This is an optimization exercise on Yosys and OpenROAD, whose aim is small area, a short achievable clock period and few clock cycles per item, not a production implementation.
At most, simulation tests tie the RTL to the original design; equivalence was not proved.
No functional check of the RTL was part of run 3.
Power figures rest on the tool's default switching activity, not on a simulated workload.

[config.mk]
export PLATFORM = sky130hd
export DESIGN_NAME = timing_recovery_top
export DESIGN_NICKNAME = timing_recovery_top
export VERILOG_FILES = /design/flow/design.v
export SDC_FILE = /design/flow/constraint.sdc
export NUM_CORES = 4
export LEC_CHECK = 0
export CAP_MARGIN = 20
export CORE_MARGIN = 2
export CORE_UTILIZATION = 55
export CTS_BUF_LIST = sky130_fd_sc_hd__clkbuf_4 sky130_fd_sc_hd__clkbuf_8
export SETUP_SLACK_MARGIN = 4.0
export SLEW_MARGIN = 20
[constraint.sdc]
create_clock -name core_clock -period 9.0 [get_ports {clk}]
set_input_delay 1.8000 -clock core_clock [delete_from_list [all_inputs] [get_ports {clk}]]
set_output_delay 1.8000 -clock core_clock [all_outputs]
set_load 0.01 [all_outputs]
[design.v]
`default_nettype none
package timing_pkg;
  localparam int SAMPLE_W  = 16;   
  localparam int SYM_W     = 18;   
  localparam int MU_W      = 8;    
  localparam int MU_GAIN_W = 12;   
  typedef logic signed [SAMPLE_W-1:0] sample_t;
  typedef logic signed [SYM_W-1:0] sym_t;
  typedef logic [MU_W-1:0] mu_t;
  typedef logic [MU_GAIN_W-1:0] mu_gain_t;
endpackage
`default_nettype wire
`timescale 1ns/1ps
`default_nettype none
module symbol_nco (
  input  wire                  clk,
  input  wire                  reset_i,
  input  wire                  accept_i,      
  input  wire           [15:0] step_i,
  input  timing_pkg::mu_gain_t mu_gain_i,
  input  wire                  adv_i,         
  output logic                 wrap_o,        
  output logic                 s1_valid_o,
  output timing_pkg::mu_t      mu_o           
);
  localparam int MU_W   = timing_pkg::MU_W;
  localparam int PROD_W = timing_pkg::MU_W + timing_pkg::MU_GAIN_W;   
  logic [15:0]          acc_q;
  logic [16:0]          phase_sum;
  logic [MU_W-1:0]      resid_q;
  timing_pkg::mu_gain_t gain_q;
  logic [PROD_W-1:0]    mu_prod;
  assign phase_sum = {1'b0, acc_q} + {1'b0, step_i};
  assign wrap_o    = phase_sum[16];
  always_ff @(posedge clk) begin
    if (reset_i) begin
      acc_q      <= '0;
      s1_valid_o <= 1'b0;
    end else if (accept_i) begin
      acc_q      <= phase_sum[15:0];
      s1_valid_o <= phase_sum[16];
    end else if (adv_i) begin
      s1_valid_o <= 1'b0;
    end
  end
  always_ff @(posedge clk) begin
    if (accept_i) begin
      resid_q <= phase_sum[15:8];
      gain_q  <= mu_gain_i;
    end
  end
  mu_mult i_mu_mult (
    .a_i (resid_q),
    .b_i (gain_q),
    .p_o (mu_prod)
  );
  always_ff @(posedge clk) begin
    if (adv_i) begin
      mu_o <= (|mu_prod[PROD_W-1:2*MU_W]) ? '1 : mu_prod[2*MU_W-1:MU_W];
    end
  end
endmodule
`default_nettype wire
`timescale 1ns/1ps
`default_nettype none
module mu_mult (
  input  wire [7:0]  a_i,
  input  wire [11:0] b_i,
  output wire [19:0] p_o
);
  wire [11:0] pp0 = b_i & {12{a_i[0]}};
  wire [11:0] pp1 = b_i & {12{a_i[1]}};
  wire [11:0] pp2 = b_i & {12{a_i[2]}};
  wire [11:0] pp3 = b_i & {12{a_i[3]}};
  wire [11:0] pp4 = b_i & {12{a_i[4]}};
  wire [11:0] pp5 = b_i & {12{a_i[5]}};
  wire [11:0] pp6 = b_i & {12{a_i[6]}};
  wire [11:0] pp7 = b_i & {12{a_i[7]}};
  wire m_s0 = pp0[6] ^ pp1[5];
  wire m_c0 = pp0[6] & pp1[5];
  wire m_s1 = pp0[7] ^ pp1[6] ^ pp2[5];
  wire m_c1 = (pp0[7] & pp1[6]) | (pp2[5] & (pp0[7] ^ pp1[6]));
  wire m_s2 = pp3[4] ^ pp4[3];
  wire m_c2 = pp3[4] & pp4[3];
  wire m_s3 = pp0[8] ^ pp1[7] ^ pp2[6];
  wire m_c3 = (pp0[8] & pp1[7]) | (pp2[6] & (pp0[8] ^ pp1[7]));
  wire m_s4 = pp3[5] ^ pp4[4] ^ pp5[3];
  wire m_c4 = (pp3[5] & pp4[4]) | (pp5[3] & (pp3[5] ^ pp4[4]));
  wire m_s5 = pp0[9] ^ pp1[8] ^ pp2[7];
  wire m_c5 = (pp0[9] & pp1[8]) | (pp2[7] & (pp0[9] ^ pp1[8]));
  wire m_s6 = pp3[6] ^ pp4[5] ^ pp5[4];
  wire m_c6 = (pp3[6] & pp4[5]) | (pp5[4] & (pp3[6] ^ pp4[5]));
  wire m_s7 = pp0[10] ^ pp1[9] ^ pp2[8];
  wire m_c7 = (pp0[10] & pp1[9]) | (pp2[8] & (pp0[10] ^ pp1[9]));
  wire m_s8 = pp3[7] ^ pp4[6] ^ pp5[5];
  wire m_c8 = (pp3[7] & pp4[6]) | (pp5[5] & (pp3[7] ^ pp4[6]));
  wire m_s9 = pp0[11] ^ pp1[10] ^ pp2[9];
  wire m_c9 = (pp0[11] & pp1[10]) | (pp2[9] & (pp0[11] ^ pp1[10]));
  wire m_s10 = pp3[8] ^ pp4[7] ^ pp5[6];
  wire m_c10 = (pp3[8] & pp4[7]) | (pp5[6] & (pp3[8] ^ pp4[7]));
  wire m_s11 = pp1[11] ^ pp2[10] ^ pp3[9];
  wire m_c11 = (pp1[11] & pp2[10]) | (pp3[9] & (pp1[11] ^ pp2[10]));
  wire m_s12 = pp4[8] ^ pp5[7];
  wire m_c12 = pp4[8] & pp5[7];
  wire m_s13 = pp2[11] ^ pp3[10] ^ pp4[9];
  wire m_c13 = (pp2[11] & pp3[10]) | (pp4[9] & (pp2[11] ^ pp3[10]));
  wire m_s14 = pp0[4] ^ pp1[3];
  wire m_c14 = pp0[4] & pp1[3];
  wire m_s15 = pp0[5] ^ pp1[4] ^ pp2[3];
  wire m_c15 = (pp0[5] & pp1[4]) | (pp2[3] & (pp0[5] ^ pp1[4]));
  wire m_s16 = pp3[2] ^ pp4[1];
  wire m_c16 = pp3[2] & pp4[1];
  wire m_s17 = pp2[4] ^ pp3[3] ^ pp4[2];
  wire m_c17 = (pp2[4] & pp3[3]) | (pp4[2] & (pp2[4] ^ pp3[3]));
  wire m_s18 = pp5[1] ^ pp6[0] ^ m_s0;
  wire m_c18 = (pp5[1] & pp6[0]) | (m_s0 & (pp5[1] ^ pp6[0]));
  wire m_s19 = pp5[2] ^ pp6[1] ^ pp7[0];
  wire m_c19 = (pp5[2] & pp6[1]) | (pp7[0] & (pp5[2] ^ pp6[1]));
  wire m_s20 = m_s1 ^ m_s2 ^ m_c0;
  wire m_c20 = (m_s1 & m_s2) | (m_c0 & (m_s1 ^ m_s2));
  wire m_s21 = pp6[2] ^ pp7[1] ^ m_s3;
  wire m_c21 = (pp6[2] & pp7[1]) | (m_s3 & (pp6[2] ^ pp7[1]));
  wire m_s22 = m_s4 ^ m_c1 ^ m_c2;
  wire m_c22 = (m_s4 & m_c1) | (m_c2 & (m_s4 ^ m_c1));
  wire m_s23 = pp6[3] ^ pp7[2] ^ m_s5;
  wire m_c23 = (pp6[3] & pp7[2]) | (m_s5 & (pp6[3] ^ pp7[2]));
  wire m_s24 = m_s6 ^ m_c3 ^ m_c4;
  wire m_c24 = (m_s6 & m_c3) | (m_c4 & (m_s6 ^ m_c3));
  wire m_s25 = pp6[4] ^ pp7[3] ^ m_s7;
  wire m_c25 = (pp6[4] & pp7[3]) | (m_s7 & (pp6[4] ^ pp7[3]));
  wire m_s26 = m_s8 ^ m_c5 ^ m_c6;
  wire m_c26 = (m_s8 & m_c5) | (m_c6 & (m_s8 ^ m_c5));
  wire m_s27 = pp6[5] ^ pp7[4] ^ m_s9;
  wire m_c27 = (pp6[5] & pp7[4]) | (m_s9 & (pp6[5] ^ pp7[4]));
  wire m_s28 = m_s10 ^ m_c7 ^ m_c8;
  wire m_c28 = (m_s10 & m_c7) | (m_c8 & (m_s10 ^ m_c7));
  wire m_s29 = pp6[6] ^ pp7[5] ^ m_s11;
  wire m_c29 = (pp6[6] & pp7[5]) | (m_s11 & (pp6[6] ^ pp7[5]));
  wire m_s30 = m_s12 ^ m_c9 ^ m_c10;
  wire m_c30 = (m_s12 & m_c9) | (m_c10 & (m_s12 ^ m_c9));
  wire m_s31 = pp5[8] ^ pp6[7] ^ pp7[6];
  wire m_c31 = (pp5[8] & pp6[7]) | (pp7[6] & (pp5[8] ^ pp6[7]));
  wire m_s32 = m_s13 ^ m_c11 ^ m_c12;
  wire m_c32 = (m_s13 & m_c11) | (m_c12 & (m_s13 ^ m_c11));
  wire m_s33 = pp3[11] ^ pp4[10] ^ pp5[9];
  wire m_c33 = (pp3[11] & pp4[10]) | (pp5[9] & (pp3[11] ^ pp4[10]));
  wire m_s34 = pp6[8] ^ pp7[7] ^ m_c13;
  wire m_c34 = (pp6[8] & pp7[7]) | (m_c13 & (pp6[8] ^ pp7[7]));
  wire m_s35 = pp4[11] ^ pp5[10] ^ pp6[9];
  wire m_c35 = (pp4[11] & pp5[10]) | (pp6[9] & (pp4[11] ^ pp5[10]));
  wire m_s36 = pp0[3] ^ pp1[2];
  wire m_c36 = pp0[3] & pp1[2];
  wire m_s37 = pp2[2] ^ pp3[1] ^ pp4[0];
  wire m_c37 = (pp2[2] & pp3[1]) | (pp4[0] & (pp2[2] ^ pp3[1]));
  wire m_s38 = pp5[0] ^ m_s15 ^ m_s16;
  wire m_c38 = (pp5[0] & m_s15) | (m_s16 & (pp5[0] ^ m_s15));
  wire m_s39 = m_s17 ^ m_s18 ^ m_c15;
  wire m_c39 = (m_s17 & m_s18) | (m_c15 & (m_s17 ^ m_s18));
  wire m_s40 = m_s19 ^ m_s20 ^ m_c17;
  wire m_c40 = (m_s19 & m_s20) | (m_c17 & (m_s19 ^ m_s20));
  wire m_s41 = m_s21 ^ m_s22 ^ m_c19;
  wire m_c41 = (m_s21 & m_s22) | (m_c19 & (m_s21 ^ m_s22));
  wire m_s42 = m_s23 ^ m_s24 ^ m_c21;
  wire m_c42 = (m_s23 & m_s24) | (m_c21 & (m_s23 ^ m_s24));
  wire m_s43 = m_s25 ^ m_s26 ^ m_c23;
  wire m_c43 = (m_s25 & m_s26) | (m_c23 & (m_s25 ^ m_s26));
  wire m_s44 = m_s27 ^ m_s28 ^ m_c25;
  wire m_c44 = (m_s27 & m_s28) | (m_c25 & (m_s27 ^ m_s28));
  wire m_s45 = m_s29 ^ m_s30 ^ m_c27;
  wire m_c45 = (m_s29 & m_s30) | (m_c27 & (m_s29 ^ m_s30));
  wire m_s46 = m_s31 ^ m_s32 ^ m_c29;
  wire m_c46 = (m_s31 & m_s32) | (m_c29 & (m_s31 ^ m_s32));
  wire m_s47 = m_s33 ^ m_s34 ^ m_c31;
  wire m_c47 = (m_s33 & m_s34) | (m_c31 & (m_s33 ^ m_s34));
  wire m_s48 = pp7[8] ^ m_s35 ^ m_c33;
  wire m_c48 = (pp7[8] & m_s35) | (m_c33 & (pp7[8] ^ m_s35));
  wire m_s49 = pp5[11] ^ pp6[10] ^ pp7[9];
  wire m_c49 = (pp5[11] & pp6[10]) | (pp7[9] & (pp5[11] ^ pp6[10]));
  wire m_s50 = pp0[2] ^ pp1[1];
  wire m_c50 = pp0[2] & pp1[1];
  wire m_s51 = pp2[1] ^ pp3[0] ^ m_s36;
  wire m_c51 = (pp2[1] & pp3[0]) | (m_s36 & (pp2[1] ^ pp3[0]));
  wire m_s52 = m_s14 ^ m_s37 ^ m_c36;
  wire m_c52 = (m_s14 & m_s37) | (m_c36 & (m_s14 ^ m_s37));
  wire m_s53 = m_c14 ^ m_s38 ^ m_c37;
  wire m_c53 = (m_c14 & m_s38) | (m_c37 & (m_c14 ^ m_s38));
  wire m_s54 = m_c16 ^ m_s39 ^ m_c38;
  wire m_c54 = (m_c16 & m_s39) | (m_c38 & (m_c16 ^ m_s39));
  wire m_s55 = m_c18 ^ m_s40 ^ m_c39;
  wire m_c55 = (m_c18 & m_s40) | (m_c39 & (m_c18 ^ m_s40));
  wire m_s56 = m_c20 ^ m_s41 ^ m_c40;
  wire m_c56 = (m_c20 & m_s41) | (m_c40 & (m_c20 ^ m_s41));
  wire m_s57 = m_c22 ^ m_s42 ^ m_c41;
  wire m_c57 = (m_c22 & m_s42) | (m_c41 & (m_c22 ^ m_s42));
  wire m_s58 = m_c24 ^ m_s43 ^ m_c42;
  wire m_c58 = (m_c24 & m_s43) | (m_c42 & (m_c24 ^ m_s43));
  wire m_s59 = m_c26 ^ m_s44 ^ m_c43;
  wire m_c59 = (m_c26 & m_s44) | (m_c43 & (m_c26 ^ m_s44));
  wire m_s60 = m_c28 ^ m_s45 ^ m_c44;
  wire m_c60 = (m_c28 & m_s45) | (m_c44 & (m_c28 ^ m_s45));
  wire m_s61 = m_c30 ^ m_s46 ^ m_c45;
  wire m_c61 = (m_c30 & m_s46) | (m_c45 & (m_c30 ^ m_s46));
  wire m_s62 = m_c32 ^ m_s47 ^ m_c46;
  wire m_c62 = (m_c32 & m_s47) | (m_c46 & (m_c32 ^ m_s47));
  wire m_s63 = m_c34 ^ m_s48 ^ m_c47;
  wire m_c63 = (m_c34 & m_s48) | (m_c47 & (m_c34 ^ m_s48));
  wire m_s64 = m_c35 ^ m_s49 ^ m_c48;
  wire m_c64 = (m_c35 & m_s49) | (m_c48 & (m_c35 ^ m_s49));
  wire m_s65 = pp6[11] ^ pp7[10] ^ m_c49;
  wire m_c65 = (pp6[11] & pp7[10]) | (m_c49 & (pp6[11] ^ pp7[10]));
  wire [19:0] row_a = {1'b0, pp7[11], m_s65, m_s64, m_s63, m_s62, m_s61, m_s60, m_s59, m_s58, m_s57, m_s56, m_s55, m_s54, m_s53, m_s52, m_s51, pp2[0], pp0[1], pp0[0]};
  wire [19:0] row_b = {1'b0, m_c65, m_c64, m_c63, m_c62, m_c61, m_c60, m_c59, m_c58, m_c57, m_c56, m_c55, m_c54, m_c53, m_c52, m_c51, m_c50, m_s50, pp1[0], 1'b0};
  assign p_o = row_a + row_b;
endmodule
`default_nettype wire
`timescale 1ns/1ps
`default_nettype none
module rail_interp (
  input  wire                 clk,
  input  wire                 reset_i,
  input  wire                 accept_i,   
  input  timing_pkg::sample_t smp_i,
  input  wire                 adv_i,      
  input  timing_pkg::mu_t     mu_i,       
  output timing_pkg::sym_t    rail_o      
);
  timing_pkg::sample_t cur_q;     
  timing_pkg::sample_t prev_q;    
  logic [15:0]         xc_q;      
  logic [16:0]         d_q;       
  logic [23:0]         y;
  always_ff @(posedge clk) begin
    if (reset_i) begin
      cur_q <= '0;
    end else if (accept_i) begin
      cur_q <= smp_i;
    end
  end
  always_ff @(posedge clk) begin
    if (accept_i) prev_q <= cur_q;
  end
  always_ff @(posedge clk) begin
    if (adv_i) begin
      xc_q <= cur_q + 16'd256;
      d_q  <= 17'(prev_q) - 17'(cur_q);
    end
  end
  interp_tree i_interp_tree (
    .d_i  (d_q),
    .mu_i (mu_i),
    .xc_i (xc_q),
    .y_o  (y)
  );
  assign rail_o = y[23:6];
endmodule
`default_nettype wire
`timescale 1ns/1ps
`default_nettype none
module interp_tree (
  input  wire [16:0] d_i,
  input  wire [7:0]  mu_i,
  input  wire [15:0] xc_i,
  output wire [23:0] y_o
);
  wire [16:0] pp0 = {~(d_i[16] & mu_i[0]), d_i[15:0] & {16{mu_i[0]}}};
  wire [16:0] pp1 = {~(d_i[16] & mu_i[1]), d_i[15:0] & {16{mu_i[1]}}};
  wire [16:0] pp2 = {~(d_i[16] & mu_i[2]), d_i[15:0] & {16{mu_i[2]}}};
  wire [16:0] pp3 = {~(d_i[16] & mu_i[3]), d_i[15:0] & {16{mu_i[3]}}};
  wire [16:0] pp4 = {~(d_i[16] & mu_i[4]), d_i[15:0] & {16{mu_i[4]}}};
  wire [16:0] pp5 = {~(d_i[16] & mu_i[5]), d_i[15:0] & {16{mu_i[5]}}};
  wire [16:0] pp6 = {~(d_i[16] & mu_i[6]), d_i[15:0] & {16{mu_i[6]}}};
  wire [16:0] pp7 = {~(d_i[16] & mu_i[7]), d_i[15:0] & {16{mu_i[7]}}};
  wire t_s0 = pp0[6] ^ pp1[5];
  wire t_c0 = pp0[6] & pp1[5];
  wire t_s1 = pp0[7] ^ pp1[6] ^ pp2[5];
  wire t_c1 = (pp0[7] & pp1[6]) | (pp2[5] & (pp0[7] ^ pp1[6]));
  wire t_s2 = pp3[4] ^ pp4[3];
  wire t_c2 = pp3[4] & pp4[3];
  wire t_s3 = pp0[8] ^ pp1[7] ^ pp2[6];
  wire t_c3 = (pp0[8] & pp1[7]) | (pp2[6] & (pp0[8] ^ pp1[7]));
  wire t_s4 = pp3[5] ^ pp4[4] ^ pp5[3];
  wire t_c4 = (pp3[5] & pp4[4]) | (pp5[3] & (pp3[5] ^ pp4[4]));
  wire t_s5 = pp6[2] ^ pp7[1];
  wire t_c5 = pp6[2] & pp7[1];
  wire t_s6 = pp0[9] ^ pp1[8] ^ pp2[7];
  wire t_c6 = (pp0[9] & pp1[8]) | (pp2[7] & (pp0[9] ^ pp1[8]));
  wire t_s7 = pp3[6] ^ pp4[5] ^ pp5[4];
  wire t_c7 = (pp3[6] & pp4[5]) | (pp5[4] & (pp3[6] ^ pp4[5]));
  wire t_s8 = pp6[3] ^ pp7[2] ^ xc_i[1];
  wire t_c8 = (pp6[3] & pp7[2]) | (xc_i[1] & (pp6[3] ^ pp7[2]));
  wire t_s9 = pp0[10] ^ pp1[9] ^ pp2[8];
  wire t_c9 = (pp0[10] & pp1[9]) | (pp2[8] & (pp0[10] ^ pp1[9]));
  wire t_s10 = pp3[7] ^ pp4[6] ^ pp5[5];
  wire t_c10 = (pp3[7] & pp4[6]) | (pp5[5] & (pp3[7] ^ pp4[6]));
  wire t_s11 = pp6[4] ^ pp7[3] ^ xc_i[2];
  wire t_c11 = (pp6[4] & pp7[3]) | (xc_i[2] & (pp6[4] ^ pp7[3]));
  wire t_s12 = pp0[11] ^ pp1[10] ^ pp2[9];
  wire t_c12 = (pp0[11] & pp1[10]) | (pp2[9] & (pp0[11] ^ pp1[10]));
  wire t_s13 = pp3[8] ^ pp4[7] ^ pp5[6];
  wire t_c13 = (pp3[8] & pp4[7]) | (pp5[6] & (pp3[8] ^ pp4[7]));
  wire t_s14 = pp6[5] ^ pp7[4] ^ xc_i[3];
  wire t_c14 = (pp6[5] & pp7[4]) | (xc_i[3] & (pp6[5] ^ pp7[4]));
  wire t_s15 = pp0[12] ^ pp1[11] ^ pp2[10];
  wire t_c15 = (pp0[12] & pp1[11]) | (pp2[10] & (pp0[12] ^ pp1[11]));
  wire t_s16 = pp3[9] ^ pp4[8] ^ pp5[7];
  wire t_c16 = (pp3[9] & pp4[8]) | (pp5[7] & (pp3[9] ^ pp4[8]));
  wire t_s17 = pp6[6] ^ pp7[5] ^ xc_i[4];
  wire t_c17 = (pp6[6] & pp7[5]) | (xc_i[4] & (pp6[6] ^ pp7[5]));
  wire t_s18 = pp0[13] ^ pp1[12] ^ pp2[11];
  wire t_c18 = (pp0[13] & pp1[12]) | (pp2[11] & (pp0[13] ^ pp1[12]));
  wire t_s19 = pp3[10] ^ pp4[9] ^ pp5[8];
  wire t_c19 = (pp3[10] & pp4[9]) | (pp5[8] & (pp3[10] ^ pp4[9]));
  wire t_s20 = pp6[7] ^ pp7[6] ^ xc_i[5];
  wire t_c20 = (pp6[7] & pp7[6]) | (xc_i[5] & (pp6[7] ^ pp7[6]));
  wire t_s21 = pp0[14] ^ pp1[13] ^ pp2[12];
  wire t_c21 = (pp0[14] & pp1[13]) | (pp2[12] & (pp0[14] ^ pp1[13]));
  wire t_s22 = pp3[11] ^ pp4[10] ^ pp5[9];
  wire t_c22 = (pp3[11] & pp4[10]) | (pp5[9] & (pp3[11] ^ pp4[10]));
  wire t_s23 = pp6[8] ^ pp7[7] ^ xc_i[6];
  wire t_c23 = (pp6[8] & pp7[7]) | (xc_i[6] & (pp6[8] ^ pp7[7]));
  wire t_s24 = pp0[15] ^ pp1[14] ^ pp2[13];
  wire t_c24 = (pp0[15] & pp1[14]) | (pp2[13] & (pp0[15] ^ pp1[14]));
  wire t_s25 = pp3[12] ^ pp4[11] ^ pp5[10];
  wire t_c25 = (pp3[12] & pp4[11]) | (pp5[10] & (pp3[12] ^ pp4[11]));
  wire t_s26 = pp6[9] ^ pp7[8] ^ xc_i[7];
  wire t_c26 = (pp6[9] & pp7[8]) | (xc_i[7] & (pp6[9] ^ pp7[8]));
  wire t_s27 = pp0[16] ^ pp1[15] ^ pp2[14];
  wire t_c27 = (pp0[16] & pp1[15]) | (pp2[14] & (pp0[16] ^ pp1[15]));
  wire t_s28 = pp3[13] ^ pp4[12] ^ pp5[11];
  wire t_c28 = (pp3[13] & pp4[12]) | (pp5[11] & (pp3[13] ^ pp4[12]));
  wire t_s29 = pp6[10] ^ pp7[9] ^ xc_i[8];
  wire t_c29 = (pp6[10] & pp7[9]) | (xc_i[8] & (pp6[10] ^ pp7[9]));
  wire t_s30 = pp1[16] ^ pp2[15] ^ pp3[14];
  wire t_c30 = (pp1[16] & pp2[15]) | (pp3[14] & (pp1[16] ^ pp2[15]));
  wire t_s31 = pp4[13] ^ pp5[12] ^ pp6[11];
  wire t_c31 = (pp4[13] & pp5[12]) | (pp6[11] & (pp4[13] ^ pp5[12]));
  wire t_s32 = pp7[10] ^ xc_i[9];
  wire t_c32 = pp7[10] & xc_i[9];
  wire t_s33 = pp2[16] ^ pp3[15] ^ pp4[14];
  wire t_c33 = (pp2[16] & pp3[15]) | (pp4[14] & (pp2[16] ^ pp3[15]));
  wire t_s34 = pp5[13] ^ pp6[12] ^ pp7[11];
  wire t_c34 = (pp5[13] & pp6[12]) | (pp7[11] & (pp5[13] ^ pp6[12]));
  wire t_s35 = pp3[16] ^ pp4[15] ^ pp5[14];
  wire t_c35 = (pp3[16] & pp4[15]) | (pp5[14] & (pp3[16] ^ pp4[15]));
  wire t_s36 = pp0[4] ^ pp1[3];
  wire t_c36 = pp0[4] & pp1[3];
  wire t_s37 = pp0[5] ^ pp1[4] ^ pp2[3];
  wire t_c37 = (pp0[5] & pp1[4]) | (pp2[3] & (pp0[5] ^ pp1[4]));
  wire t_s38 = pp3[2] ^ pp4[1];
  wire t_c38 = pp3[2] & pp4[1];
  wire t_s39 = pp2[4] ^ pp3[3] ^ pp4[2];
  wire t_c39 = (pp2[4] & pp3[3]) | (pp4[2] & (pp2[4] ^ pp3[3]));
  wire t_s40 = pp5[1] ^ pp6[0] ^ t_s0;
  wire t_c40 = (pp5[1] & pp6[0]) | (t_s0 & (pp5[1] ^ pp6[0]));
  wire t_s41 = pp5[2] ^ pp6[1] ^ pp7[0];
  wire t_c41 = (pp5[2] & pp6[1]) | (pp7[0] & (pp5[2] ^ pp6[1]));
  wire t_s42 = t_s1 ^ t_s2 ^ t_c0;
  wire t_c42 = (t_s1 & t_s2) | (t_c0 & (t_s1 ^ t_s2));
  wire t_s43 = xc_i[0] ^ t_s3 ^ t_s4;
  wire t_c43 = (xc_i[0] & t_s3) | (t_s4 & (xc_i[0] ^ t_s3));
  wire t_s44 = t_s5 ^ t_c1 ^ t_c2;
  wire t_c44 = (t_s5 & t_c1) | (t_c2 & (t_s5 ^ t_c1));
  wire t_s45 = t_s6 ^ t_s7 ^ t_s8;
  wire t_c45 = (t_s6 & t_s7) | (t_s8 & (t_s6 ^ t_s7));
  wire t_s46 = t_c3 ^ t_c4 ^ t_c5;
  wire t_c46 = (t_c3 & t_c4) | (t_c5 & (t_c3 ^ t_c4));
  wire t_s47 = t_s9 ^ t_s10 ^ t_s11;
  wire t_c47 = (t_s9 & t_s10) | (t_s11 & (t_s9 ^ t_s10));
  wire t_s48 = t_c6 ^ t_c7 ^ t_c8;
  wire t_c48 = (t_c6 & t_c7) | (t_c8 & (t_c6 ^ t_c7));
  wire t_s49 = t_s12 ^ t_s13 ^ t_s14;
  wire t_c49 = (t_s12 & t_s13) | (t_s14 & (t_s12 ^ t_s13));
  wire t_s50 = t_c9 ^ t_c10 ^ t_c11;
  wire t_c50 = (t_c9 & t_c10) | (t_c11 & (t_c9 ^ t_c10));
  wire t_s51 = t_s15 ^ t_s16 ^ t_s17;
  wire t_c51 = (t_s15 & t_s16) | (t_s17 & (t_s15 ^ t_s16));
  wire t_s52 = t_c12 ^ t_c13 ^ t_c14;
  wire t_c52 = (t_c12 & t_c13) | (t_c14 & (t_c12 ^ t_c13));
  wire t_s53 = t_s18 ^ t_s19 ^ t_s20;
  wire t_c53 = (t_s18 & t_s19) | (t_s20 & (t_s18 ^ t_s19));
  wire t_s54 = t_c15 ^ t_c16 ^ t_c17;
  wire t_c54 = (t_c15 & t_c16) | (t_c17 & (t_c15 ^ t_c16));
  wire t_s55 = t_s21 ^ t_s22 ^ t_s23;
  wire t_c55 = (t_s21 & t_s22) | (t_s23 & (t_s21 ^ t_s22));
  wire t_s56 = t_c18 ^ t_c19 ^ t_c20;
  wire t_c56 = (t_c18 & t_c19) | (t_c20 & (t_c18 ^ t_c19));
  wire t_s57 = t_s24 ^ t_s25 ^ t_s26;
  wire t_c57 = (t_s24 & t_s25) | (t_s26 & (t_s24 ^ t_s25));
  wire t_s58 = t_c21 ^ t_c22 ^ t_c23;
  wire t_c58 = (t_c21 & t_c22) | (t_c23 & (t_c21 ^ t_c22));
  wire t_s59 = t_s27 ^ t_s28 ^ t_s29;
  wire t_c59 = (t_s27 & t_s28) | (t_s29 & (t_s27 ^ t_s28));
  wire t_s60 = t_c24 ^ t_c25 ^ t_c26;
  wire t_c60 = (t_c24 & t_c25) | (t_c26 & (t_c24 ^ t_c25));
  wire t_s61 = t_s30 ^ t_s31 ^ t_s32;
  wire t_c61 = (t_s30 & t_s31) | (t_s32 & (t_s30 ^ t_s31));
  wire t_s62 = t_c27 ^ t_c28 ^ t_c29;
  wire t_c62 = (t_c27 & t_c28) | (t_c29 & (t_c27 ^ t_c28));
  wire t_s63 = xc_i[10] ^ t_s33 ^ t_s34;
  wire t_c63 = (xc_i[10] & t_s33) | (t_s34 & (xc_i[10] ^ t_s33));
  wire t_s64 = t_c30 ^ t_c31 ^ t_c32;
  wire t_c64 = (t_c30 & t_c31) | (t_c32 & (t_c30 ^ t_c31));
  wire t_s65 = pp6[13] ^ pp7[12] ^ xc_i[11];
  wire t_c65 = (pp6[13] & pp7[12]) | (xc_i[11] & (pp6[13] ^ pp7[12]));
  wire t_s66 = t_s35 ^ t_c33 ^ t_c34;
  wire t_c66 = (t_s35 & t_c33) | (t_c34 & (t_s35 ^ t_c33));
  wire t_s67 = pp4[16] ^ pp5[15] ^ pp6[14];
  wire t_c67 = (pp4[16] & pp5[15]) | (pp6[14] & (pp4[16] ^ pp5[15]));
  wire t_s68 = pp7[13] ^ xc_i[12] ^ t_c35;
  wire t_c68 = (pp7[13] & xc_i[12]) | (t_c35 & (pp7[13] ^ xc_i[12]));
  wire t_s69 = pp5[16] ^ pp6[15] ^ pp7[14];
  wire t_c69 = (pp5[16] & pp6[15]) | (pp7[14] & (pp5[16] ^ pp6[15]));
  wire t_s70 = pp0[3] ^ pp1[2];
  wire t_c70 = pp0[3] & pp1[2];
  wire t_s71 = pp2[2] ^ pp3[1] ^ pp4[0];
  wire t_c71 = (pp2[2] & pp3[1]) | (pp4[0] & (pp2[2] ^ pp3[1]));
  wire t_s72 = pp5[0] ^ t_s37 ^ t_s38;
  wire t_c72 = (pp5[0] & t_s37) | (t_s38 & (pp5[0] ^ t_s37));
  wire t_s73 = t_s39 ^ t_s40 ^ t_c37;
  wire t_c73 = (t_s39 & t_s40) | (t_c37 & (t_s39 ^ t_s40));
  wire t_s74 = t_s41 ^ t_s42 ^ t_c39;
  wire t_c74 = (t_s41 & t_s42) | (t_c39 & (t_s41 ^ t_s42));
  wire t_s75 = t_s43 ^ t_s44 ^ t_c41;
  wire t_c75 = (t_s43 & t_s44) | (t_c41 & (t_s43 ^ t_s44));
  wire t_s76 = t_s45 ^ t_s46 ^ t_c43;
  wire t_c76 = (t_s45 & t_s46) | (t_c43 & (t_s45 ^ t_s46));
  wire t_s77 = t_s47 ^ t_s48 ^ t_c45;
  wire t_c77 = (t_s47 & t_s48) | (t_c45 & (t_s47 ^ t_s48));
  wire t_s78 = t_s49 ^ t_s50 ^ t_c47;
  wire t_c78 = (t_s49 & t_s50) | (t_c47 & (t_s49 ^ t_s50));
  wire t_s79 = t_s51 ^ t_s52 ^ t_c49;
  wire t_c79 = (t_s51 & t_s52) | (t_c49 & (t_s51 ^ t_s52));
  wire t_s80 = t_s53 ^ t_s54 ^ t_c51;
  wire t_c80 = (t_s53 & t_s54) | (t_c51 & (t_s53 ^ t_s54));
  wire t_s81 = t_s55 ^ t_s56 ^ t_c53;
  wire t_c81 = (t_s55 & t_s56) | (t_c53 & (t_s55 ^ t_s56));
  wire t_s82 = t_s57 ^ t_s58 ^ t_c55;
  wire t_c82 = (t_s57 & t_s58) | (t_c55 & (t_s57 ^ t_s58));
  wire t_s83 = t_s59 ^ t_s60 ^ t_c57;
  wire t_c83 = (t_s59 & t_s60) | (t_c57 & (t_s59 ^ t_s60));
  wire t_s84 = t_s61 ^ t_s62 ^ t_c59;
  wire t_c84 = (t_s61 & t_s62) | (t_c59 & (t_s61 ^ t_s62));
  wire t_s85 = t_s63 ^ t_s64 ^ t_c61;
  wire t_c85 = (t_s63 & t_s64) | (t_c61 & (t_s63 ^ t_s64));
  wire t_s86 = t_s65 ^ t_s66 ^ t_c63;
  wire t_c86 = (t_s65 & t_s66) | (t_c63 & (t_s65 ^ t_s66));
  wire t_s87 = t_s67 ^ t_s68 ^ t_c65;
  wire t_c87 = (t_s67 & t_s68) | (t_c65 & (t_s67 ^ t_s68));
  wire t_s88 = xc_i[13] ^ t_s69 ^ t_c67;
  wire t_c88 = (xc_i[13] & t_s69) | (t_c67 & (xc_i[13] ^ t_s69));
  wire t_s89 = pp6[16] ^ pp7[15] ^ xc_i[14];
  wire t_c89 = (pp6[16] & pp7[15]) | (xc_i[14] & (pp6[16] ^ pp7[15]));
  wire t_s90 = pp0[2] ^ pp1[1];
  wire t_c90 = pp0[2] & pp1[1];
  wire t_s91 = pp2[1] ^ pp3[0] ^ t_s70;
  wire t_c91 = (pp2[1] & pp3[0]) | (t_s70 & (pp2[1] ^ pp3[0]));
  wire t_s92 = t_s36 ^ t_s71 ^ t_c70;
  wire t_c92 = (t_s36 & t_s71) | (t_c70 & (t_s36 ^ t_s71));
  wire t_s93 = t_c36 ^ t_s72 ^ t_c71;
  wire t_c93 = (t_c36 & t_s72) | (t_c71 & (t_c36 ^ t_s72));
  wire t_s94 = t_c38 ^ t_s73 ^ t_c72;
  wire t_c94 = (t_c38 & t_s73) | (t_c72 & (t_c38 ^ t_s73));
  wire t_s95 = t_c40 ^ t_s74 ^ t_c73;
  wire t_c95 = (t_c40 & t_s74) | (t_c73 & (t_c40 ^ t_s74));
  wire t_s96 = t_c42 ^ t_s75 ^ t_c74;
  wire t_c96 = (t_c42 & t_s75) | (t_c74 & (t_c42 ^ t_s75));
  wire t_s97 = t_c44 ^ t_s76 ^ t_c75;
  wire t_c97 = (t_c44 & t_s76) | (t_c75 & (t_c44 ^ t_s76));
  wire t_s98 = t_c46 ^ t_s77 ^ t_c76;
  wire t_c98 = (t_c46 & t_s77) | (t_c76 & (t_c46 ^ t_s77));
  wire t_s99 = t_c48 ^ t_s78 ^ t_c77;
  wire t_c99 = (t_c48 & t_s78) | (t_c77 & (t_c48 ^ t_s78));
  wire t_s100 = t_c50 ^ t_s79 ^ t_c78;
  wire t_c100 = (t_c50 & t_s79) | (t_c78 & (t_c50 ^ t_s79));
  wire t_s101 = t_c52 ^ t_s80 ^ t_c79;
  wire t_c101 = (t_c52 & t_s80) | (t_c79 & (t_c52 ^ t_s80));
  wire t_s102 = t_c54 ^ t_s81 ^ t_c80;
  wire t_c102 = (t_c54 & t_s81) | (t_c80 & (t_c54 ^ t_s81));
  wire t_s103 = t_c56 ^ t_s82 ^ t_c81;
  wire t_c103 = (t_c56 & t_s82) | (t_c81 & (t_c56 ^ t_s82));
  wire t_s104 = t_c58 ^ t_s83 ^ t_c82;
  wire t_c104 = (t_c58 & t_s83) | (t_c82 & (t_c58 ^ t_s83));
  wire t_s105 = t_c60 ^ t_s84 ^ t_c83;
  wire t_c105 = (t_c60 & t_s84) | (t_c83 & (t_c60 ^ t_s84));
  wire t_s106 = t_c62 ^ t_s85 ^ t_c84;
  wire t_c106 = (t_c62 & t_s85) | (t_c84 & (t_c62 ^ t_s85));
  wire t_s107 = t_c64 ^ t_s86 ^ t_c85;
  wire t_c107 = (t_c64 & t_s86) | (t_c85 & (t_c64 ^ t_s86));
  wire t_s108 = t_c66 ^ t_s87 ^ t_c86;
  wire t_c108 = (t_c66 & t_s87) | (t_c86 & (t_c66 ^ t_s87));
  wire t_s109 = t_c68 ^ t_s88 ^ t_c87;
  wire t_c109 = (t_c68 & t_s88) | (t_c87 & (t_c68 ^ t_s88));
  wire t_s110 = t_c69 ^ t_s89 ^ t_c88;
  wire t_c110 = (t_c69 & t_s89) | (t_c88 & (t_c69 ^ t_s89));
  wire t_s111 = pp7[16] ^ xc_i[15] ^ t_c89;
  wire t_c111 = (pp7[16] & xc_i[15]) | (t_c89 & (pp7[16] ^ xc_i[15]));
  wire [23:0] row_a = {t_s111, t_s110, t_s109, t_s108, t_s107, t_s106, t_s105, t_s104, t_s103, t_s102, t_s101, t_s100, t_s99, t_s98, t_s97, t_s96, t_s95, t_s94, t_s93, t_s92, t_s91, pp2[0], pp0[1], pp0[0]};
  wire [23:0] row_b = {t_c110, t_c109, t_c108, t_c107, t_c106, t_c105, t_c104, t_c103, t_c102, t_c101, t_c100, t_c99, t_c98, t_c97, t_c96, t_c95, t_c94, t_c93, t_c92, t_c91, t_c90, t_s90, pp1[0], 1'b0};
  assign y_o = row_a + row_b;
endmodule
`default_nettype wire
`timescale 1ns/1ps
`default_nettype none
module symbol_joiner (
  input  wire              clk,
  input  wire              reset_i,
  input  wire              push_i,
  input  timing_pkg::sym_t i_sym_i,
  input  timing_pkg::sym_t q_sym_i,
  input  wire              sym_ready_i,
  output logic             free_o,        
  output logic             sym_valid_o,
  output timing_pkg::sym_t sym_i_o,
  output timing_pkg::sym_t sym_q_o
);
  assign free_o = !sym_valid_o | sym_ready_i;
  always_ff @(posedge clk) begin
    if (reset_i) begin
      sym_valid_o <= 1'b0;
    end else if (free_o) begin
      sym_valid_o <= push_i;
    end
  end
  always_ff @(posedge clk) begin
    if (push_i) begin
      sym_i_o <= i_sym_i;
      sym_q_o <= q_sym_i;
    end
  end
endmodule
`default_nettype wire
`timescale 1ns/1ps
`default_nettype none
module timing_recovery_top (
  input  wire                  clk,
  input  wire                  reset_i,
  input  wire                  raw_valid_i,
  input  timing_pkg::sample_t  raw_i_i,
  input  timing_pkg::sample_t  raw_q_i,
  input  wire           [15:0] step_i,
  input  timing_pkg::mu_gain_t mu_gain_i,
  input  wire                  sym_ready_i,
  output logic                 raw_ready_o,
  output logic                 sym_valid_o,
  output timing_pkg::sym_t     sym_i_o,
  output timing_pkg::sym_t     sym_q_o
);
  logic             accept;
  logic             s1_valid;
  logic             s2_valid;
  logic             out_free;   
  logic             en2;        
  logic             adv;        
  logic             push;       
  timing_pkg::mu_t  mu;
  timing_pkg::sym_t rail_i;
  timing_pkg::sym_t rail_q;
  assign push        = s2_valid & out_free;
  assign en2         = !s2_valid | out_free;
  assign adv         = s1_valid & en2;
  assign raw_ready_o = !s1_valid | en2;
  assign accept      = raw_valid_i & raw_ready_o;
  symbol_nco i_symbol_nco (
    .clk        (clk),
    .reset_i    (reset_i),
    .accept_i   (accept),
    .step_i     (step_i),
    .mu_gain_i  (mu_gain_i),
    .adv_i      (adv),
    .wrap_o     (),
    .s1_valid_o (s1_valid),
    .mu_o       (mu)
  );
  rail_interp i_rail_i (
    .clk      (clk),
    .reset_i  (reset_i),
    .accept_i (accept),
    .smp_i    (raw_i_i),
    .adv_i    (adv),
    .mu_i     (mu),
    .rail_o   (rail_i)
  );
  rail_interp i_rail_q (
    .clk      (clk),
    .reset_i  (reset_i),
    .accept_i (accept),
    .smp_i    (raw_q_i),
    .adv_i    (adv),
    .mu_i     (mu),
    .rail_o   (rail_q)
  );
  symbol_joiner i_symbol_joiner (
    .clk         (clk),
    .reset_i     (reset_i),
    .push_i      (push),
    .i_sym_i     (rail_i),
    .q_sym_i     (rail_q),
    .sym_ready_i (sym_ready_i),
    .free_o      (out_free),
    .sym_valid_o (sym_valid_o),
    .sym_i_o     (sym_i_o),
    .sym_q_o     (sym_q_o)
  );
  always_ff @(posedge clk) begin
    if (reset_i) begin
      s2_valid <= 1'b0;
    end else if (en2) begin
      s2_valid <= adv;
    end
  end
endmodule
`default_nettype wire
[flow/run.sh]
#!/bin/bash
# Standard layout with two changes:
#  - plain buffers on the ports instead of the delay buffers buffer_ports picks
#  - after synthesis, inv_opt.tcl pushes inverters through the full adders
#    (a full adder is self-dual), removing inverter pairs between adder cells
set -euo pipefail
export BUFFER_PORTS_ARGS="-buffer_cell sky130_fd_sc_hd__buf_2"
export POST_SYNTH_TCL="$PWD/flow/inv_opt.tcl"
bash standard.sh > standard_flow.log 2>&1
[flow/inv_opt.tcl]
# Push inverters through full adders (sky130 fa is self-dual:
# FA(~a,~b,~c) = (~sum, ~cout)) wherever that removes inverters.
# Runs on the synthesized netlist loaded in OpenROAD (POST_SYNTH_TCL hook).

namespace eval invopt {
  variable block
  variable inv_master
  variable uid 0

  proc is_inv {inst} {
    set n [[$inst getMaster] getName]
    return [string match "sky130_fd_sc_hd__inv_*" $n]
  }
  proc is_fa {inst} {
    return [string match "sky130_fd_sc_hd__fa_*" [[$inst getMaster] getName]]
  }
  proc driver {net} {
    foreach it [$net getITerms] {
      if {[$it isOutputSignal]} { return $it }
    }
    return ""
  }
  proc loads {net} {
    set l {}
    foreach it [$net getITerms] {
      if {[$it isInputSignal]} { lappend l $it }
    }
    return $l
  }
  proc has_bterm {net} {
    return [expr {[llength [$net getBTerms]] > 0}]
  }
  # inverter driven by net, if any: returns its output net or ""
  proc inv_of {net} {
    foreach it [loads $net] {
      set inst [$it getInst]
      if {[is_inv $inst]} { return [[$inst findITerm Y] getNet] }
    }
    return ""
  }
  proc new_net {} {
    variable block
    variable uid
    incr uid
    return [odb::dbNet_create $block "invopt_n$uid"]
  }
  proc new_inv {a y} {
    variable block
    variable inv_master
    variable uid
    incr uid
    set inst [odb::dbInst_create $block $inv_master "invopt_i$uid"]
    [$inst findITerm A] connect $a
    [$inst findITerm Y] connect $y
    return $inst
  }

  proc gain {f} {
    set g 0
    set seen {}
    foreach p {A B CIN} {
      set x [[$f findITerm $p] getNet]
      if {$x eq "NULL" || $x eq ""} { return -99 }
      if {[lsearch $seen $x] >= 0} { return -99 }
      lappend seen $x
      set d [driver $x]
      if {$d ne "" && [is_inv [$d getInst]]} {
        if {[llength [loads $x]] == 1 && ![has_bterm $x]} { incr g }
      } elseif {[inv_of $x] eq ""} {
        incr g -1
      }
    }
    foreach p {SUM COUT} {
      set s [[$f findITerm $p] getNet]
      if {$s eq "NULL" || $s eq ""} { return -99 }
      set other [has_bterm $s]
      foreach it [loads $s] {
        set inst [$it getInst]
        if {[is_inv $inst] && ![has_bterm [[$inst findITerm Y] getNet]]} {
          incr g
        } else {
          set other 1
        }
      }
      if {$other} { incr g -1 }
    }
    return $g
  }

  proc flip {f} {
    foreach p {A B CIN} {
      set it [$f findITerm $p]
      set x [$it getNet]
      set d [driver $x]
      if {$d ne "" && [is_inv [$d getInst]]} {
        set dinst [$d getInst]
        set y [[$dinst findITerm A] getNet]
        $it disconnect
        $it connect $y
        if {[llength [loads $x]] == 0 && ![has_bterm $x]} {
          odb::dbInst_destroy $dinst
          odb::dbNet_destroy $x
        }
      } else {
        set z [inv_of $x]
        if {$z eq ""} {
          set z [new_net]
          new_inv $x $z
        }
        $it disconnect
        $it connect $z
      }
    }
    foreach p {SUM COUT} {
      set it [$f findITerm $p]
      set s [$it getNet]
      set s2 [new_net]
      $it disconnect
      $it connect $s2
      set other [has_bterm $s]
      foreach l [loads $s] {
        set inst [$l getInst]
        if {[is_inv $inst] && ![has_bterm [[$inst findITerm Y] getNet]]} {
          set t [[$inst findITerm Y] getNet]
          foreach tl [loads $t] {
            $tl disconnect
            $tl connect $s2
          }
          odb::dbInst_destroy $inst
          odb::dbNet_destroy $t
        } else {
          set other 1
        }
      }
      if {$other} {
        new_inv $s2 $s
      } else {
        odb::dbNet_destroy $s
      }
    }
  }

  proc count_inv {} {
    variable block
    set n 0
    foreach i [$block getInsts] { if {[is_inv $i]} { incr n } }
    return $n
  }

  proc run {} {
    variable block
    variable inv_master
    set block [ord::get_db_block]
    set inv_master [[ord::get_db] findMaster sky130_fd_sc_hd__inv_1]
    set before [count_inv]
    for {set pass 0} {$pass < 20} {incr pass} {
      set changed 0
      foreach f [$block getInsts] {
        if {![is_fa $f]} { continue }
        if {[gain $f] > 0} {
          flip $f
          incr changed
        }
      }
      if {$changed == 0} { break }
    }
    puts "invopt: inverters $before -> [count_inv] after $pass passes"
  }
}
invopt::run
[standard.sh]
#!/bin/bash
# synth_recipe.tcl (not shown) runs the flow's synth.tcl, then flattens the netlist and writes it again
# the make line also repeats each setting of config.mk as NAME=value (left out here)
make -C /OpenROAD-flow-scripts/flow DESIGN_CONFIG=/design/flow/config.mk WORK_HOME=/design/flow/orfs CLKGATE_MAP_FILE= SYNTH_SCRIPT=/design/flow/synth_recipe.tcl "${@:-finish}"
==> results of run 1 <==
[metrics by stage]
stage,utilization,worst slack [ns]
finish,0.6237,4.172
detailed placement,0.5858,3.822
global route,0.6234,3.933
floorplan,-,4.254
global placement,0.5858,3.869
CTS,0.6130,3.991
[final timing paths]
| check | end | cells past startpoint | start |
|---|---|---|---|
| hold reg to reg | i_rail_i.xc_q[7] | 0 | i_rail_i.cur_q[7] |
| setup / recovery | i_symbol_joiner.sym_q_o[11] | 15 | i_symbol_nco.mu_o[0] |
| hold / removal | i_rail_i.xc_q[7] | 0 | i_rail_i.cur_q[7] |
| setup reg to reg | i_symbol_joiner.sym_q_o[11] | 15 | i_symbol_nco.mu_o[0] |
[sequential cells by signal, indices dropped and copies added (netlist names)]
register / cells
i_symbol_joiner.sym_i_o: 18
i_symbol_joiner.sym_q_o: 18
i_rail_i.d_q: 17
i_rail_q.d_q: 17
i_rail_i.cur_q: 16
i_rail_i.prev_q: 16
i_rail_i.xc_q: 16
i_rail_q.cur_q: 16
i_rail_q.prev_q: 16
i_rail_q.xc_q: 16
i_symbol_nco.acc_q: 16
i_symbol_nco.gain_q: 12
i_symbol_nco.mu_o: 8
i_symbol_nco.resid_q: 8
i_symbol_joiner.sym_valid_o: 1
i_symbol_nco.s1_valid_o: 1
s2_valid: 1
[placed cells by master, fill, tap and decap left out, types with 5 or more instances in the layout]
cell and instances:
nand4_1 5, a21oi_1 88, nor2b_1 16, nand3b_1 5, and3_1 10, clkinv_2 5, clkbuf_8 47, a21boi_0 5
a211oi_1 9, edfxtp_1 162, o21a_1 18, o41ai_1 5, nor3_1 23, ha_1 128, or3_1 10, o21ai_0 39
nand2_1 269, a31oi_1 5, and2_1 207, dfxtp_1 51, xor2_1 13, nand3_1 19, nor2_1 58, buf_12 5
clkbuf_4 12, buf_4 20, nand2b_1 12, buf_2 101, xnor2_1 64, fa_1 268, inv_1 185, a21o_1 17
[metal layers]
layer / vias to the layer above / track usage / share of wire / routed length (um)
met2: 292 / 0.3799 / 0.46 / 18520
li1: 6203 / - / - / -
met4: 14 / 0.06321 / 0.021 / 830
met1: 6404 / 0.3170 / 0.45 / 18260
met3: 74 / 0.06091 / 0.061 / 2437
met5: - / 0 / 0.0021 / 86
[worst reg2reg max path: cells and delay by family (launching register included)]
| family | cells | cell delay [ns] |
|---|---|---|
| buf+inv | 1 | 0.19 |
| xor+xnor | 1 | 0.13 |
| flops | 1 | 0.42 |
| compound gates | 4 | 0.76 |
| fa+ha+maj | 5 | 2.40 |
| simple gates | 4 | 0.68 |
[cell type report]
type	instances	area [um^2]
antenna	4	10.01
clock buffer	59	737.0
clock inverter	14	171.4
fill	2921	12940
inverter	186	699.4
multi-input combinational	1361	12510
sequential	213	5886
tap	455	569.3
timing repair buffer	132	854.6
[report_power, final]
part | internal, mW | total [mW] | switching (mW)
logic | 1.74 | 3.70 | 1.96
clock network | 0.641 | 1.08 | 0.437
registers | 1.31 | 1.38 | 0.0678
total | 3.69 | 6.16 | 2.46
[repair_timing]
action | 4_1_cts | 5_1_grt
setup buffers | 0 | 17
resized for setup | 6 | 34
pin swaps | 1 | 6
cloned | 0 | 2
setup endpoints to repair | 6 | 14
==> impl_metrics.toml, run 1 <==
[grt]
grt_max_degree = 75
grt_overflow = 0
first_global_vias = 13729
grt_use_total = 0.2352
grt_first_pass_wirelength_mm = 67.53
antenna_found_initial = 10

[floorplan]
die_w_um = 190.5
design.die.area_um2 = 36310
ioPinCount = 102
start_util = 0.5568
num_rows = 68
core_area_um2 = 34370
die_y_um = 190.5

[power_and_ir_drop]
power_density_nw_per_um2 = 287.2
max-vdd-ir-drop_mv = 0.2165
p_total_mw = 6.156
p_leak_nw = 9.377

[worst_setup_path]
endpoint_kind = "flip-flop"
crit_top_cell = "fa_1"
crit_arrival_ns = 5.17
rrSetupSlack_ns = 4.17
critPathTopFamily = "adder cells"
required_ns = 9.34
critPathMaxFanout = 32
path_class = "reg2reg"
critical-path-slowest-cell = "fa_1"
cpPeakStageDelay_ns = 0.59
startpoint_type = "flip-flop"
crit_chain = "buf_12 -> and2_1 -> fa_1 -> fa_1 -> fa_1 -> fa_1 -> ha_1 -> and3_1 -> nand3_1 -> a211oi_4 -> o31ai_4 -> and2_1 -> o21bai_1 -> a21oi_1 -> xnor2_1"
cp.buffers_inverters = 1

[sta]
fmax_mhz = 207.1
slew_violations = 0
maxSlewHeadroom = 0.2843
max_slew.worst_pin.slew_ns = 1.074
finalClockSkew_ns = 0.04229
rsz0062_at_grt = "true"
setup_viol_count_final = 0
min_period_over_period = 0.5364
whs_ns = 0.4536
finalHoldViolations = 0
setup_tns_ns = 0
period_needed_ns = 4.828

[clock_tree]
clkTransAtPathRegs_ns = 0.06
cts_inserted_buffers = 40
clock-sinks = 213
cts_tree = "built"
htreeDepth = 2
clock_latency_ns = 0.62
cts_max_path_buffers = 3
cts-root-buf = "clkbuf_8"
postCtsHoldBufs = 0

[cells_and_area]
fin_nets = 2398
syn_to_final_growth_pct = 12.01
final_layout_size_suffix_gt1_frac = 0.1155
stdcell_count = 2424
final_area_um2 = 21440

[place]
dpl.hpwl_mm = 29.51
dpl_cell_area_um2 = 20140
gp_congestion = 0.8385
placedCellCount = 2327
io_buffers = 101

[routing]
ant_nets = 0
routed_wirelength_mm = 40.14
wl_per_cell_um = 16.56
dr.first_iter.drc_count = 665
num_vias = 12987
first_pass_iters = 4
avgViaCountPerCell = 5.358
drcViolationCount = 0

[yosys]
yosysWarnings = 4
synth_nets = 2272
netlist_area_um2 = 19140
syn-instance-count = 1808
syn_area_per_cell_um2 = 10.59

[run_status]
outcome = "timing/DRC/antenna clean"

[run]
maxCapViolCount = 0

[hold_path]
hp-class = "reg2reg"
Testbench counts, summed over its fixed seeds: cycles 24,012, items 24,000.
==> run 2, diff against run 1 <==
--- a/config.mk
+++ b/config.mk
@@ -11,3 +11,3 @@
 export CTS_BUF_LIST = sky130_fd_sc_hd__clkbuf_4 sky130_fd_sc_hd__clkbuf_8
-export SETUP_SLACK_MARGIN = 4.0
+export SETUP_SLACK_MARGIN = 4.3
 export SLEW_MARGIN = 20
==> impl_metrics.toml, run 2 <==
[run_status]
outcome = "timing/DRC/antenna clean"

[yosys]
netlist_area_um2 = 19140
syn_area_per_cell_um2 = 10.59
syn-instance-count = 1808
yosysWarnings = 4
synth_nets = 2272

[sta]
whs_ns = 0.4493
min_period_over_period = 0.5308
slew_violations = 0
fmax_mhz = 209.3
setup_viol_count_final = 0
setup_tns_ns = 0
finalHoldViolations = 0
period_needed_ns = 4.777
maxSlewHeadroom = 0.3535
finalClockSkew_ns = 0.02291
rsz0062_at_grt = "true"
max_slew.worst_pin.slew_ns = 0.9697

[worst_setup_path]
regToRegEndpoint = "i_symbol_joiner.sym_q_o[11]"
rrSetupSlack_ns = 4.22
required_ns = 9.34
r2r_cells = 15
crit_chain = "buf_12 -> and2_1 -> fa_1 -> fa_1 -> fa_1 -> fa_1 -> ha_4 -> and3_1 -> nand3_2 -> a211oi_4 -> o31ai_4 -> and2_1 -> o21bai_1 -> a21oi_1 -> xnor2_1"
endpoint_kind = "flip-flop"
cpPeakStageDelay_ns = 0.57
critical-path-slowest-cell = "fa_1"
rr_startpoint = "i_symbol_nco.mu_o[0]"
critPathMaxFanout = 32
crit_top_cell = "fa_1"
crit_arrival_ns = 5.12
startpoint_type = "flip-flop"
path_class = "reg2reg"

[cells_and_area]
final-seq-area_um2 = 5886
multi_input_area_um2 = 12720
reg_top3 = "i_symbol_joiner.sym_i_o x18, i_symbol_joiner.sym_q_o x18"
layout_common_cells = "nand2_1 (268), fa_1 (261), and2_1 (206)"
syn_to_final_growth_pct = 15.67
stdcell_count = 2469
final_layout_size_suffix_gt1_frac = 0.1561
mostFrequentLayoutCell = "nand2_1"
final_area_um2 = 22140
fin_nets = 2444
fillCellCount = 2812
fin_util = 0.6440

[hold_path]
hp-class = "reg2reg"
hold_depth = 0
min_from = "i_rail_q.cur_q[14]"
hold_end = "i_rail_q.prev_q[14]"

[routing]
ant_nets = 0
num_vias = 13256
drcViolationCount = 0
wl_per_cell_um = 17.27
dr.first_iter.drc_count = 828
routed_wirelength_mm = 42.64
first_pass_iters = 5
avgViaCountPerCell = 5.369

[clock_tree]
htreeDepth = 2
clkTransAtPathRegs_ns = 0.06
clock-sinks = 213
cts_tree = "built"
cts_inserted_buffers = 41
postCtsHoldBufs = 0
cts_max_path_buffers = 3
cts-root-buf = "clkbuf_8"
clock_latency_ns = 0.61

[floorplan]
core_area_um2 = 34370
die_y_um = 190.5
num_rows = 68
die_w_um = 190.5
ioPinCount = 102
start_util = 0.5568
design.die.area_um2 = 36310

[grt]
grt_overflow = 0
grt_first_pass_wirelength_mm = 69.54
grt_use_total = 0.2437
grt_max_degree = 75
antenna_found_initial = 10
first_global_vias = 13777

[power_and_ir_drop]
power_density_nw_per_um2 = 300.0
p_leak_nw = 9.664
max-vdd-ir-drop_mv = 0.2266

[run]
maxCapViolCount = 0

[place]
dpl_cell_area_um2 = 20140
gp_congestion = 0.8367
io_buffers = 101
dpl.hpwl_mm = 29.65
placedCellCount = 2327
-- run 2: cell type report --
type | instances | area share
clock inverter | 15 | 0.007291
multi-input combinational | 1361 | 0.5748
sequential | 213 | 0.2659
timing repair buffer | 177 | 0.05974
tap | 455 | 0.02572
antenna | 2 | 0.0002261
clock buffer | 60 | 0.03476
inverter | 186 | 0.03159
-- run 2: repair_timing --
| action | in CTS | in global routing |
|---|---|---|
| pin swaps | 15 | 34 |
| setup endpoints to repair | 26 | 25 |
| buffers inserted | 24 | 33 |
| cloned | 2 | 4 |
| resized for setup | 41 | 45 |
| hold endpoints to repair | 0 | 0 |
-- run 2: routing by layer --
metal / vias to the layer above / track usage / wire length, um
li1: 6296 / - / -
met5: - / 0 / 107
met4: 16 / 0.05784 / 876
met2: 304 / 0.3957 / 20030
met1: 6565 / 0.3347 / 19130
met3: 75 / 0.05594 / 2499
-- run 2: critical path: cells and delay by family (launching register included) --
kind / cells / cell delay [ns]
adder cells (fa/ha/maj): 5 / 2.39
flip-flops: 1 / 0.41
AND/OR/NAND/NOR: 4 / 0.67
AO/OA/AOI/OAI: 4 / 0.74
XOR/XNOR: 1 / 0.13
buffers and inverters: 1 / 0.18
-- run 2: power breakdown --
| group | internal, mW | switching [mW] |
|---|---|---|
| Sequential | 1.31 | 0.0595 |
| Combinational | 2.07 | 2.13 |
| Clock | 0.616 | 0.456 |
-- run 2: metrics by stage --
stage | worst slack, ns | power, mW
floorplan | 4.301 | 4.220
global placement | 3.869 | 4.820
detailed placement | 3.812 | 4.899
CTS | 4.249 | 6.320
global route | 4.041 | 7.251
finish | 4.223 | 6.642
-- run 2: how the worst max path moves through the flow --
stage	startpoint	end	depth (start not counted)
2_1_floorplan	i_symbol_nco.mu_o[4]	i_symbol_joiner.sym_i_o[12]	15
3_3_place_gp	i_symbol_nco.mu_o[3]	i_symbol_joiner.sym_i_o[17]	16
3_5_place_dp	i_symbol_nco.mu_o[3]	i_symbol_joiner.sym_q_o[17]	16
4_1_cts	i_symbol_nco.mu_o[3]	i_symbol_joiner.sym_q_o[17]	16
5_1_grt	i_symbol_nco.mu_o[0]	i_symbol_joiner.sym_q_o[11]	15
6_report	i_symbol_nco.mu_o[0]	i_symbol_joiner.sym_q_o[11]	15
==> run 3, diff against run 2 <==
--- a/design.v
+++ b/design.v
@@ -23,3 +23,4 @@
   output logic                 s1_valid_o,
-  output timing_pkg::mu_t      mu_o           
+  output timing_pkg::mu_t      mu_o,          
+  output timing_pkg::mu_t      mu_n_o         
 );
@@ -58,3 +59,4 @@
     if (adv_i) begin
-      mu_o <= (|mu_prod[PROD_W-1:2*MU_W]) ? '1 : mu_prod[2*MU_W-1:MU_W];
+      mu_o   <= (|mu_prod[PROD_W-1:2*MU_W]) ? '1 : mu_prod[2*MU_W-1:MU_W];
+      mu_n_o <= (|mu_prod[PROD_W-1:2*MU_W]) ? '0 : ~mu_prod[2*MU_W-1:MU_W];
     end
@@ -217,3 +219,5 @@
 `default_nettype none
-module rail_interp (
+module rail_interp #(
+  parameter bit MU_INV = 1'b0    
+) (
   input  wire                 clk,
@@ -249,3 +253,3 @@
     .d_i  (d_q),
-    .mu_i (mu_i),
+    .mu_i (MU_INV ? ~mu_i : mu_i),
     .xc_i (xc_q),
@@ -555,2 +559,3 @@
   timing_pkg::mu_t  mu;
+  timing_pkg::mu_t  mu_n;
   timing_pkg::sym_t rail_i;
@@ -571,3 +576,4 @@
     .s1_valid_o (s1_valid),
-    .mu_o       (mu)
+    .mu_o       (mu),
+    .mu_n_o     (mu_n)
   );
@@ -582,3 +588,5 @@
   );
-  rail_interp i_rail_q (
+  rail_interp #(
+    .MU_INV (1'b1)
+  ) i_rail_q (
     .clk      (clk),
@@ -588,3 +596,3 @@
     .adv_i    (adv),
-    .mu_i     (mu),
+    .mu_i     (mu_n),
     .rail_o   (rail_q)
--- a/config.mk
+++ b/config.mk
@@ -9,5 +9,4 @@
 export CORE_MARGIN = 2
-export CORE_UTILIZATION = 55
-export CTS_BUF_LIST = sky130_fd_sc_hd__clkbuf_4 sky130_fd_sc_hd__clkbuf_8
-export SETUP_SLACK_MARGIN = 4.3
+export CORE_UTILIZATION = 40
+export SETUP_SLACK_MARGIN = 4.0
 export SLEW_MARGIN = 20
==> impl_metrics.toml, run 3 <==
[routing]
routed_wirelength_mm = 42.38
num_vias = 13166
wl_met1_mm = 19.77
dr.first_iter.drc_count = 756
drcViolationCount = 0
wl_per_cell_um = 15.84
top_layer_used = "met5"
avgViaCountPerCell = 4.920
wl_met2_mm = 19.87
ant_nets = 0
first_pass_iters = 5
wl_met3_mm = 1.845

[worst_setup_path]
startpoint_type = "flip-flop"
required_ns = 9.31
path_class = "reg2reg"
cpPeakStageDelay_ns = 0.57
endpoint = "i_symbol_joiner.sym_i_o[17]"
endpoint_kind = "flip-flop"
rr_startpoint = "i_rail_i.d_q[8]"
critical-path-slowest-cell = "fa_1"
crit_top_cell = "fa_1"
crit_chain = "and2_1 -> fa_1 -> fa_1 -> fa_1 -> fa_1 -> ha_1 -> a21o_1 -> a21oi_1 -> a21bo_2 -> a31oi_1 -> o211a_1 -> a211o_1 -> a21oi_1 -> xnor2_1"
crit_arrival_ns = 5.24
r2r_cells = 14
rrSetupSlack_ns = 4.06
regToRegEndpoint = "i_symbol_joiner.sym_i_o[17]"
critPathLaunch = "i_rail_i.d_q[8]"
critPathMaxFanout = 8

[floorplan]
core_area_um2 = 48750
design.die.area_um2 = 50950
start_util = 0.4034
ioPinCount = 102
die_y_um = 225.7
num_rows = 81
die_w_um = 225.7

[cells_and_area]
layout_common_cells = "fa_1 (268), nand2_1 (214), inv_1 (187)"
syn_to_final_growth_pct = 14.41
reg_top3 = "i_symbol_joiner.sym_i_o x18, i_symbol_joiner.sym_q_o x18"
final_layout_size_suffix_gt1_frac = 0.1294
mostFrequentLayoutCell = "fa_1"
fin_nets = 2453

[clock_tree]
clock_latency_ns = 0.56
cts_max_path_buffers = 3
cts-root-buf = "clkbuf_16"
clkTransAtPathRegs_ns = 0.06
htreeDepth = 1
cts_tree = "built"
clock-sinks = 221
cts_inserted_buffers = 27

[run]
maxCapViolCount = 0

[power_and_ir_drop]
p_total_mw = 6.118
p_seq_frac = 0.229
combinationalPowerShare = 0.588
p_int_mw = 3.639
power_density_nw_per_um2 = 271.9
max-vdd-ir-drop_mv = 0.2148
clkPwrFrac = 0.184
p_sw_mw = 2.478
p_leak_nw = 9.694
p_sw_frac = 0.4051

[sta]
max_slew.worst_pin.slew_ns = 1.039
finalClockSkew_ns = 0.007357
fmax_mhz = 202.6
setup_tns_ns = 0
maxSlewHeadroom = 0.3073
slew_violations = 0
min_period_over_period = 0.5484
period_needed_ns = 4.935
rsz0062_at_grt = "true"
finalHoldViolations = 0
setup_viol_count_final = 0

[grt]
grt_max_degree = 83
antenna_found_initial = 6
grt_use_total = 0.1732
grt_overflow = 0
first_global_vias = 13815
grt_first_pass_wirelength_mm = 70.69

[run_status]
outcome = "timing/DRC/antenna clean"

[yosys]
syn_area_per_cell_um2 = 10.75
netlist_area_um2 = 19660
yosysWarnings = 5
synth_nets = 2293
syn-instance-count = 1829

[place]
dpl.hpwl_mm = 32.24
io_buffers = 101
gp_congestion = 0.8643

[hold_path]
hp-class = "reg2reg"
## run 3: area by class of cell
class | count | area [um^2]
repair buffers | 174 | 1064
inverters | 188 | 708.2
well taps | 664 | 830.8
flip-flops and latches | 221 | 6126
fillers | 4519 | 26250
diodes | 2 | 5.005
clock inverters | 22 | 222.7
clock buffers | 28 | 689.4
multi-input cells | 1377 | 12850
## run 3: how the worst min path moves through the flow
stage	cells after the start	end	slack [ns]	from
2_1_floorplan	0	i_rail_q.prev_q[14]	0.43	i_rail_q.cur_q[14]
3_3_place_gp	2	i_symbol_nco.acc_q[6]	0.44	i_symbol_nco.acc_q[6]
3_5_place_dp	0	i_rail_q.prev_q[15]	0.45	i_rail_q.cur_q[15]
4_1_cts	2	i_symbol_nco.acc_q[5]	0.46	i_symbol_nco.acc_q[5]
5_1_grt	2	i_symbol_nco.acc_q[5]	0.48	i_symbol_nco.acc_q[5]
6_report	2	i_symbol_nco.acc_q[5]	0.46	i_symbol_nco.acc_q[5]
## run 3: repair_timing
item | in CTS | in global routing
endpoints found under the setup margin | 12 | 22
pin swaps | 1 | 9
endpoints found under the hold margin | 0 | 0
setup buffers | 38 | 28
resized for setup | 2 | 21
hold buffers | 0 | 0
gates cloned | 0 | 1
## run 3: metal layers
| layer | GRT usage | vias to the layer above |
|---|---|---|
| met2 | 0.2866 | 207 |
| met1 | 0.2355 | 6534 |
| met5 | 0 | - |
| li1 | - | 6360 |
| met3 | 0.02927 | 57 |
| met4 | 0.04636 | 8 |
## run 3: critical path: cells and delay by family, from the launching register on
family	cells	cell delay (ns)
AND/OR/NAND/NOR	1	0.24
adder cells (fa/ha/maj)	5	2.40
XOR/XNOR	1	0.08
flip-flops	1	0.51
AO/OA/AOI/OAI	7	1.45
## run 3: power groups by stage
stage | clock network (mW) | registers (mW) | logic, mW
2_1_floorplan | 0 | 1.39 | 2.74
3_3_place_gp | 0 | 1.44 | 3.35
3_5_place_dp | 0 | 1.44 | 3.41
6_report | 1.12 | 1.40 | 3.59
4_1_cts | 1.16 | 1.41 | 3.48
5_1_grt | 1.19 | 1.41 | 4.11
## run 3: stage by stage
step           instance area (um^2)  hold slack (ns)  cells    util  setup WS (ns)
2_1_floorplan                 19670           0.4300   1829       -          4.072
3_3_place_gp                  20910           0.4418   2557  0.4289          3.829
3_5_place_dp                  20910           0.4470   2557  0.4289          3.768
4_1_cts                       22130           0.4581   2645  0.4539          4.008
5_1_grt                       22490           0.4805   2675  0.4614          3.868
6_report                      22500           0.4581   2676  0.4615          4.065

==> separate check: timing with driven ports <==
In the flow no input, the clock included, has a driving cell. The finished layouts below were timed again as built, in two steps. Step 1: set_driving_cell puts a clkbuf_16 on clk and a buf_2 on each other input, an assumption about the parent block. Step 2 adds t to the input delays and takes it off the output delays; t is the mean of the earliest and latest rising clock arrival at the registers after step 1. Input paths then give back, and output paths get back, about the clock's delay inside the block. Three values: no drivers, after step 1, after step 2; two values: the first two.
| run | t, ns | slack for setup (ns) | worst setup path after step 2 | slew at the worst register clock pin (ns) | cell pins on the clock port's net |
|---|---|---|---|---|---|
| run 1 | 0.645 | 4.172 / 4.172 / 4.172 | register to register | 0.07 / 0.07 | 1 |
| run 2 | 0.649 | 4.223 / 4.223 / 4.223 | register to register | 0.07 / 0.07 | 1 |
| run 3 | 0.615 | 4.065 / 4.065 / 4.065 | register to register | 0.07 / 0.07 | 1 |
After both steps every run listed still meets setup and hold.
